This design comes from an exercise in tuning for small area, a short achievable clock period and few clock cycles per item on the open sky130 flow, not from production work.
The RTL was checked by simulation tests, not by an equivalence proof against the original design.
Power and IR drop assume default switching activity.

==> 08-25: inputs <==
Design psg_top, start of the top module:
module psg_top
(
	input  logic                clk_i,
	input  logic                rst_i,
	input  logic                wr_i,
	input  logic [ADR_W-1:0]    adr_i,
	input  logic [DATA_W-1:0]   dat_i,
	input  logic                credit_i,
	output logic                sample_valid_o,
	output logic [SAMPLE_W-1:0] aud_o
);
clock: 11.0 ns
lec_check: 0
cap_margin: 20
core_margin: 2
core_utilization: 40
slew_margin: 20
standard.sh (not shown) runs the stock make flow with config.mk's settings and CLKGATE_MAP_FILE= SYNTH_SCRIPT=/design/flow/synth_recipe.tcl, a recipe that flattens the netlist after the stock synthesis.
==> flow/flow/run.sh <==
#!/bin/bash
set -euo pipefail
bash standard.sh SETUP_SLACK_MARGIN=8 finish > make_finish.log 2>&1
==> inputs of 01-23, as changes to 08-25 <==
==> flow/flow/run.sh (replaced) <==
#!/bin/bash
set -euo pipefail
bash standard.sh SETUP_SLACK_MARGIN=7 finish > make_finish.log 2>&1
--- a/flow/config.mk
+++ b/flow/config.mk
@@ -5,7 +5,8 @@
 export SDC_FILE = /design/flow/constraint.sdc
 export NUM_CORES = 4
 export LEC_CHECK = 0
 export CAP_MARGIN = 20
 export CORE_MARGIN = 2
 export CORE_UTILIZATION = 40
+export CTS_BUF_LIST = sky130_fd_sc_hd__clkbuf_4 sky130_fd_sc_hd__clkbuf_8
 export SLEW_MARGIN = 20
==> inputs of 07-10, as changes to 08-25 <==
--- a/flow/design.v
+++ b/flow/design.v
@@ -192,12 +192,42 @@
 				gg[i] = gg[i] | (pp[i] & gg[i - l]);
 				pp[i] = pp[i] & pp[i - l];
 			end
 		end
 		add_bk = p0 ^ {gg[ACC_W-2:0], 1'b0};
 	endfunction
+	function automatic logic lt_step_f(input logic [ACC_W-1:0] a24, input logic [FREQ_W-1:0] fq, input logic [WAVE_W-1:0] pw);
+		logic [11:0] a;
+		logic [11:0] f;
+		logic [11:0] np;
+		logic [11:0] r1;
+		logic [12:0] r2;
+		logic [12:0] lo;
+		logic [12:0] zs;
+		logic [12:0] xs;
+		logic c;
+		logic zc;
+		logic o;
+		a  = a24[23:12];
+		f  = {8'b0, fq[15:12]};
+		np = ~pw;
+		lo = {1'b0, a24[11:0]} + {1'b0, fq[11:0]};
+		c  = lo[12];
+		r1[0] = a[0] ^ np[0] ^ 1'b1;
+		r2[1] = a[0] | np[0];
+		r2[0] = f[0];
+		for (int i = 1; i < 12; i++) begin
+			r1[i]   = a[i] ^ f[i] ^ np[i];
+			r2[i+1] = (a[i] & f[i]) | (np[i] & (a[i] ^ f[i]));
+		end
+		zs = {1'b0, r1} + {1'b0, r2[11:0]};
+		zc = zs[12] | ((&(r1 ^ r2[11:0])) & c);
+		xs = {1'b0, a} + {1'b0, f};
+		o  = xs[12] | ((&(a ^ f)) & c);
+		lt_step_f = o ? !(r2[12] & zc) : !(r2[12] | zc);
+	endfunction
 	for (genvar g = 0; g < NVOICE; g++) begin : g_v
 		psg_pkg::voice_cfg_t cfg;
 		logic [ACC_W-1:0] acc;
 		logic [ACC_W-1:0] acc_step;
 		logic [ACC_W-1:0] acc_d;
 		logic [WAVE_W-1:0] top;
@@ -205,13 +235,14 @@
 		logic [WAVE_W-1:0] wave_q;
 		logic pulse;
 		assign cfg = cfg_i[g*CFG_W +: CFG_W];
 		assign acc_step = cfg.test ? '0 : add_bk(acc, ACC_W'(cfg.freq));
 		assign acc_d    = issue_i ? acc_step : acc;
 		assign top      = acc_d[ACC_W-1 -: WAVE_W];
-		assign pulse    = issue_i ? (acc_step[ACC_W-1 -: WAVE_W] < cfg.pw) : (acc[ACC_W-1 -: WAVE_W] < cfg.pw);
+		assign pulse    = issue_i ? (cfg.test ? (cfg.pw != '0) : lt_step_f(acc, cfg.freq, cfg.pw)) :
+		                            (acc[ACC_W-1 -: WAVE_W] < cfg.pw);
 		always_comb begin
 			wave = '0;
 			if (cfg.enable) begin
 				case (cfg.wave)
 				WAVE_SAW:   wave = top;
 				WAVE_PULSE: wave = {WAVE_W{pulse}};
@@ -896,22 +927,22 @@
 	assign s473 = c382 ^ c384 ^ c386;
 	assign c474 = (c382 & c384) | (c386 & (c382 ^ c384));
 	assign s475 = s393 ^ s321 ^ s395;
 	assign c476 = (s393 & s321) | (s395 & (s393 ^ s321));
 	assign s477 = s397 ^ s399 ^ c388;
 	assign c478 = (s397 & s399) | (c388 & (s397 ^ s399));
-	assign s479 = c390 ^ c392 ^ s401;
-	assign c480 = (c390 & c392) | (s401 & (c390 ^ c392));
+	assign s479 = c390 ^ s401 ^ c392;
+	assign c480 = (c390 & s401) | (c392 & (c390 ^ s401));
 	assign s481 = c394 ^ c322 ^ c396;
 	assign c482 = (c394 & c322) | (c396 & (c394 ^ c322));
 	assign s483 = c398 ^ c400 ^ s405;
 	assign c484 = (c398 & c400) | (s405 & (c398 ^ c400));
 	assign s485 = s407 ^ s409 ^ s411;
 	assign c486 = (s407 & s409) | (s411 & (s407 ^ s409));
-	assign s487 = s413 ^ c402 ^ c404;
-	assign c488 = (s413 & c402) | (c404 & (s413 ^ c402));
+	assign s487 = s413 ^ c402 ^ s415;
+	assign c488 = (s413 & c402) | (s415 & (s413 ^ c402));
 	assign s489 = s417 ^ c340 ^ c406;
 	assign c490 = (s417 & c340) | (c406 & (s417 ^ c340));
 	assign s491 = c408 ^ c410 ^ c412;
 	assign c492 = (c408 & c410) | (c412 & (c408 ^ c410));
 	assign s493 = c414 ^ s419 ^ s421;
 	assign c494 = (c414 & s419) | (s421 & (c414 ^ s419));
@@ -940,76 +971,76 @@
 	assign s517 = pp[87] ^ pp[94] ^ c442;
 	assign c518 = (pp[87] & pp[94]) | (c442 & (pp[87] ^ pp[94]));
 	assign s519 = s353 ^ s355 ^ s357;
 	assign c520 = (s353 & s355) | (s357 & (s353 ^ s355));
 	assign s521 = c126 ^ c168;
 	assign c522 = c126 & c168;
-	assign s523 = c356 ^ c358 ^ s363;
-	assign c524 = (c356 & c358) | (s363 & (c356 ^ c358));
-	assign s525 = s365 ^ s451 ^ s453;
-	assign c526 = (s365 & s451) | (s453 & (s365 ^ s451));
+	assign s523 = c356 ^ s363 ^ s365;
+	assign c524 = (c356 & s363) | (s365 & (c356 ^ s363));
+	assign s525 = c358 ^ s451 ^ s453;
+	assign c526 = (c358 & s451) | (s453 & (c358 ^ s451));
 	assign s527 = c448 ^ c450;
 	assign c528 = c448 & c450;
-	assign s529 = s375 ^ c452 ^ c454;
-	assign c530 = (s375 & c452) | (c454 & (s375 ^ c452));
-	assign s531 = s377 ^ s457 ^ s459;
-	assign c532 = (s377 & s457) | (s459 & (s377 ^ s457));
+	assign s529 = s375 ^ c452 ^ s377;
+	assign c530 = (s375 & c452) | (s377 & (s375 ^ c452));
+	assign s531 = c454 ^ s457 ^ s459;
+	assign c532 = (c454 & s457) | (s459 & (c454 ^ s457));
 	assign s533 = s463 ^ s461 ^ c456;
 	assign c534 = (s463 & s461) | (c456 & (s463 ^ s461));
-	assign s535 = c458 ^ c460 ^ s391;
-	assign c536 = (c458 & c460) | (s391 & (c458 ^ c460));
-	assign s537 = s465 ^ s467 ^ c464;
-	assign c538 = (s465 & s467) | (c464 & (s465 ^ s467));
+	assign s535 = s465 ^ c458 ^ c460;
+	assign c536 = (s465 & c458) | (c460 & (s465 ^ c458));
+	assign s537 = s391 ^ s467 ^ c464;
+	assign c538 = (s391 & s467) | (c464 & (s391 ^ s467));
 	assign s539 = c462 ^ s469 ^ s471;
 	assign c540 = (c462 & s469) | (s471 & (c462 ^ s469));
-	assign s541 = c466 ^ c468 ^ s403;
-	assign c542 = (c466 & c468) | (s403 & (c466 ^ c468));
-	assign s543 = s473 ^ s475 ^ c470;
-	assign c544 = (s473 & s475) | (c470 & (s473 ^ s475));
+	assign s541 = c466 ^ s473 ^ c468;
+	assign c542 = (c466 & s473) | (c468 & (c466 ^ s473));
+	assign s543 = s403 ^ s475 ^ c470;
+	assign c544 = (s403 & s475) | (c470 & (s403 ^ s475));
 	assign s545 = s477 ^ c472 ^ s479;
 	assign c546 = (s477 & c472) | (s479 & (s477 ^ c472));
-	assign s547 = c474 ^ s415 ^ c476;
-	assign c548 = (c474 & s415) | (c476 & (c474 ^ s415));
-	assign s549 = s481 ^ s483 ^ s485;
-	assign c550 = (s481 & s483) | (s485 & (s481 ^ s483));
+	assign s547 = c474 ^ c404 ^ s481;
+	assign c548 = (c474 & c404) | (s481 & (c474 ^ c404));
+	assign s549 = c476 ^ s483 ^ s485;
+	assign c550 = (c476 & s483) | (s485 & (c476 ^ s483));
 	assign s551 = c478 ^ c480 ^ s487;
 	assign c552 = (c478 & c480) | (s487 & (c478 ^ c480));
-	assign s553 = c416 ^ c482 ^ c484;
-	assign c554 = (c416 & c482) | (c484 & (c416 ^ c482));
-	assign s555 = s489 ^ c486 ^ s491;
-	assign c556 = (s489 & c486) | (s491 & (s489 ^ c486));
+	assign s553 = c416 ^ c482 ^ s489;
+	assign c554 = (c416 & c482) | (s489 & (c416 ^ c482));
+	assign s555 = c484 ^ s491 ^ c486;
+	assign c556 = (c484 & s491) | (c486 & (c484 ^ s491));
 	assign s557 = s493 ^ s495 ^ c488;
 	assign c558 = (s493 & s495) | (c488 & (s493 ^ s495));
 	assign s559 = s439 ^ s497 ^ s499;
 	assign c560 = (s439 & s497) | (s499 & (s439 ^ s497));
-	assign s561 = c490 ^ c492 ^ c494;
-	assign c562 = (c490 & c492) | (c494 & (c490 ^ c492));
-	assign s563 = s501 ^ c496 ^ s503;
-	assign c564 = (s501 & c496) | (s503 & (s501 ^ c496));
+	assign s561 = c490 ^ c492 ^ s501;
+	assign c562 = (c490 & c492) | (s501 & (c490 ^ c492));
+	assign s563 = c494 ^ c496 ^ s503;
+	assign c564 = (c494 & c496) | (s503 & (c494 ^ c496));
 	assign s565 = s505 ^ c440 ^ c498;
 	assign c566 = (s505 & c440) | (c498 & (s505 ^ c440));
 	assign s567 = c500 ^ s507 ^ s509;
 	assign c568 = (c500 & s507) | (s509 & (c500 ^ s507));
-	assign s569 = c502 ^ c504 ^ s511;
-	assign c570 = (c502 & c504) | (s511 & (c502 ^ c504));
+	assign s569 = c502 ^ s511 ^ c504;
+	assign c570 = (c502 & s511) | (c504 & (c502 ^ s511));
 	assign s571 = c444 ^ c446 ^ c506;
 	assign c572 = (c444 & c446) | (c506 & (c444 ^ c446));
 	assign s573 = s513 ^ s515 ^ c508;
 	assign c574 = (s513 & s515) | (c508 & (s513 ^ s515));
 	assign s575 = c510 ^ s517 ^ c512;
 	assign c576 = (c510 & s517) | (c512 & (c510 ^ s517));
 	assign s577 = pp[191] ^ pp[287] ^ pp[383];
 	assign c578 = (pp[191] & pp[287]) | (pp[383] & (pp[191] ^ pp[287]));
 	assign s579 = pp[95] ^ c514 ^ c516;
 	assign c580 = (pp[95] & c514) | (c516 & (pp[95] ^ c514));
 	assign s581 = c42 ^ c84 ^ s447;
 	assign c582 = (c42 & c84) | (s447 & (c42 ^ c84));
-	assign s583 = s455 ^ c520 ^ c522;
-	assign c584 = (s455 & c520) | (c522 & (s455 ^ c520));
-	assign s585 = s523 ^ s527;
-	assign c586 = s523 & s527;
+	assign s583 = s455 ^ c520 ^ s523;
+	assign c584 = (s455 & c520) | (s523 & (s455 ^ c520));
+	assign s585 = c522 ^ s527;
+	assign c586 = c522 & s527;
 	assign s587 = c524 ^ c528 ^ c526;
 	assign c588 = (c524 & c528) | (c526 & (c524 ^ c528));
 	assign s589 = s529 ^ s531 ^ s533;
 	assign c590 = (s529 & s531) | (s533 & (s529 ^ s531));
 	assign s591 = c530 ^ c532 ^ s535;
 	assign c592 = (c530 & c532) | (s535 & (c530 ^ c532));
@@ -1028,14 +1059,14 @@
 	assign s605 = s555 ^ c552 ^ s557;
 	assign c606 = (s555 & c552) | (s557 & (s555 ^ c552));
 	assign s607 = s559 ^ c554 ^ c556;
 	assign c608 = (s559 & c554) | (c556 & (s559 ^ c554));
 	assign s609 = s561 ^ s563 ^ c558;
 	assign c610 = (s561 & s563) | (c558 & (s561 ^ s563));
-	assign s611 = c560 ^ s565 ^ s567;
-	assign c612 = (c560 & s565) | (s567 & (c560 ^ s565));
+	assign s611 = s565 ^ c560 ^ s567;
+	assign c612 = (s565 & c560) | (s567 & (s565 ^ c560));
 	assign s613 = c562 ^ c564 ^ s569;
 	assign c614 = (c562 & c564) | (s569 & (c562 ^ c564));
 	assign s615 = s571 ^ c566 ^ s573;
 	assign c616 = (s571 & c566) | (s573 & (s571 ^ c566));
 	assign s617 = c568 ^ c570 ^ s575;
 	assign c618 = (c568 & c570) | (s575 & (c568 ^ c570));
==> flow/flow/run.sh (replaced) <==
#!/bin/bash
set -euo pipefail
bash standard.sh SETUP_SLACK_MARGIN=7 finish > make_finish.log 2>&1
--- a/flow/config.mk
+++ b/flow/config.mk
@@ -5,7 +5,9 @@
 export SDC_FILE = /design/flow/constraint.sdc
 export NUM_CORES = 4
 export LEC_CHECK = 0
 export CAP_MARGIN = 20
 export CORE_MARGIN = 2
 export CORE_UTILIZATION = 40
+export CTS_CLUSTER_DIAMETER = 120
+export CTS_CLUSTER_SIZE = 30
 export SLEW_MARGIN = 20
==> metrics.md <==
| Metric | Value |
|---|---|
| Status | `finished clean` |
| Layout clock buffers | `97` |
| Distinct cells, synth | `80` |
| Starting density of the core | `0.403` |
| Inserted Clock Buffers | `71` |
| CP startpoint | `u_regs.freq_q[0][0]` |
| Seq pwr share | `0.351` |
That was 08-25.
==> metrics.md <==
| Metric | Value |
|---|---|
| Status | `finished clean` |
| Layout clock buffers | `156` |
| CP startpoint | `u_phase.g_v[3].acc[0]` |
| Distinct cells, synth | `80` |
| Seq pwr share | `0.387` |
| Post-route cell area | `50000 sq um` |
| Starting density of the core | `0.403` |
| Post-Syn Nets | `5305` |
That was 01-23.
==> metrics.md <==
| Metric | Value |
|---|---|
| CP startpoint | `u_phase.g_v[2].wave_q[7]` |
| Seq pwr share | `0.447` |
| Starting density of the core | `0.404` |
| Share of cells above drive strength 1 | `0.0752` |
| Layout clock buffers | `37` |
| Uppermost layer routed | `met5` |
| Inserted Clock Buffers | `26` |
| Port Buffer Count | `57` |
| Distinct cells, synth | `89` |
| Status | `finished clean` |
That was 07-10.
Testbench counts of 08-25, summed over its fixed seeds: cycles 4,970, items 4,079.
Testbench counts of 01-23, summed over its fixed seeds: cycles 4,970, items 4,079.
Testbench counts of 07-10, summed over its fixed seeds: cycles 4,970, items 4,079.

==> afterwards: timing with drivers on the ports <==
How much do the figures lean on ideal ports? The routed layouts below were timed once more, with nothing changed but the port constraints.
Step 1, drivers: a clkbuf_16 drives clk_i and a buf_2 each remaining input, both assumed.
Step 2 times the ports against the registers' clock, not the clock port: input delays grow and output delays shrink by t, the midpoint of the rising clock arrivals with the driver on.
a / b / c = no drivers / after step 1 / after step 2; a / b = the first two.
run | t (ns) | setup slack, ns | pins driven straight from the clock port
08-25 | 0.703 | 7.032 / 7.032 / 6.893 | 1
01-23 | 0.836 | 6.911 / 6.911 / 6.304 | 1
07-10 | 0.711 | 7.060 / 7.060 / 6.412 | 1
After both steps setup and hold are still met in every run listed. The setup slack of 07-10, which loses most, moves by 0.000 ns with the drivers and by -0.648 ns with both steps.
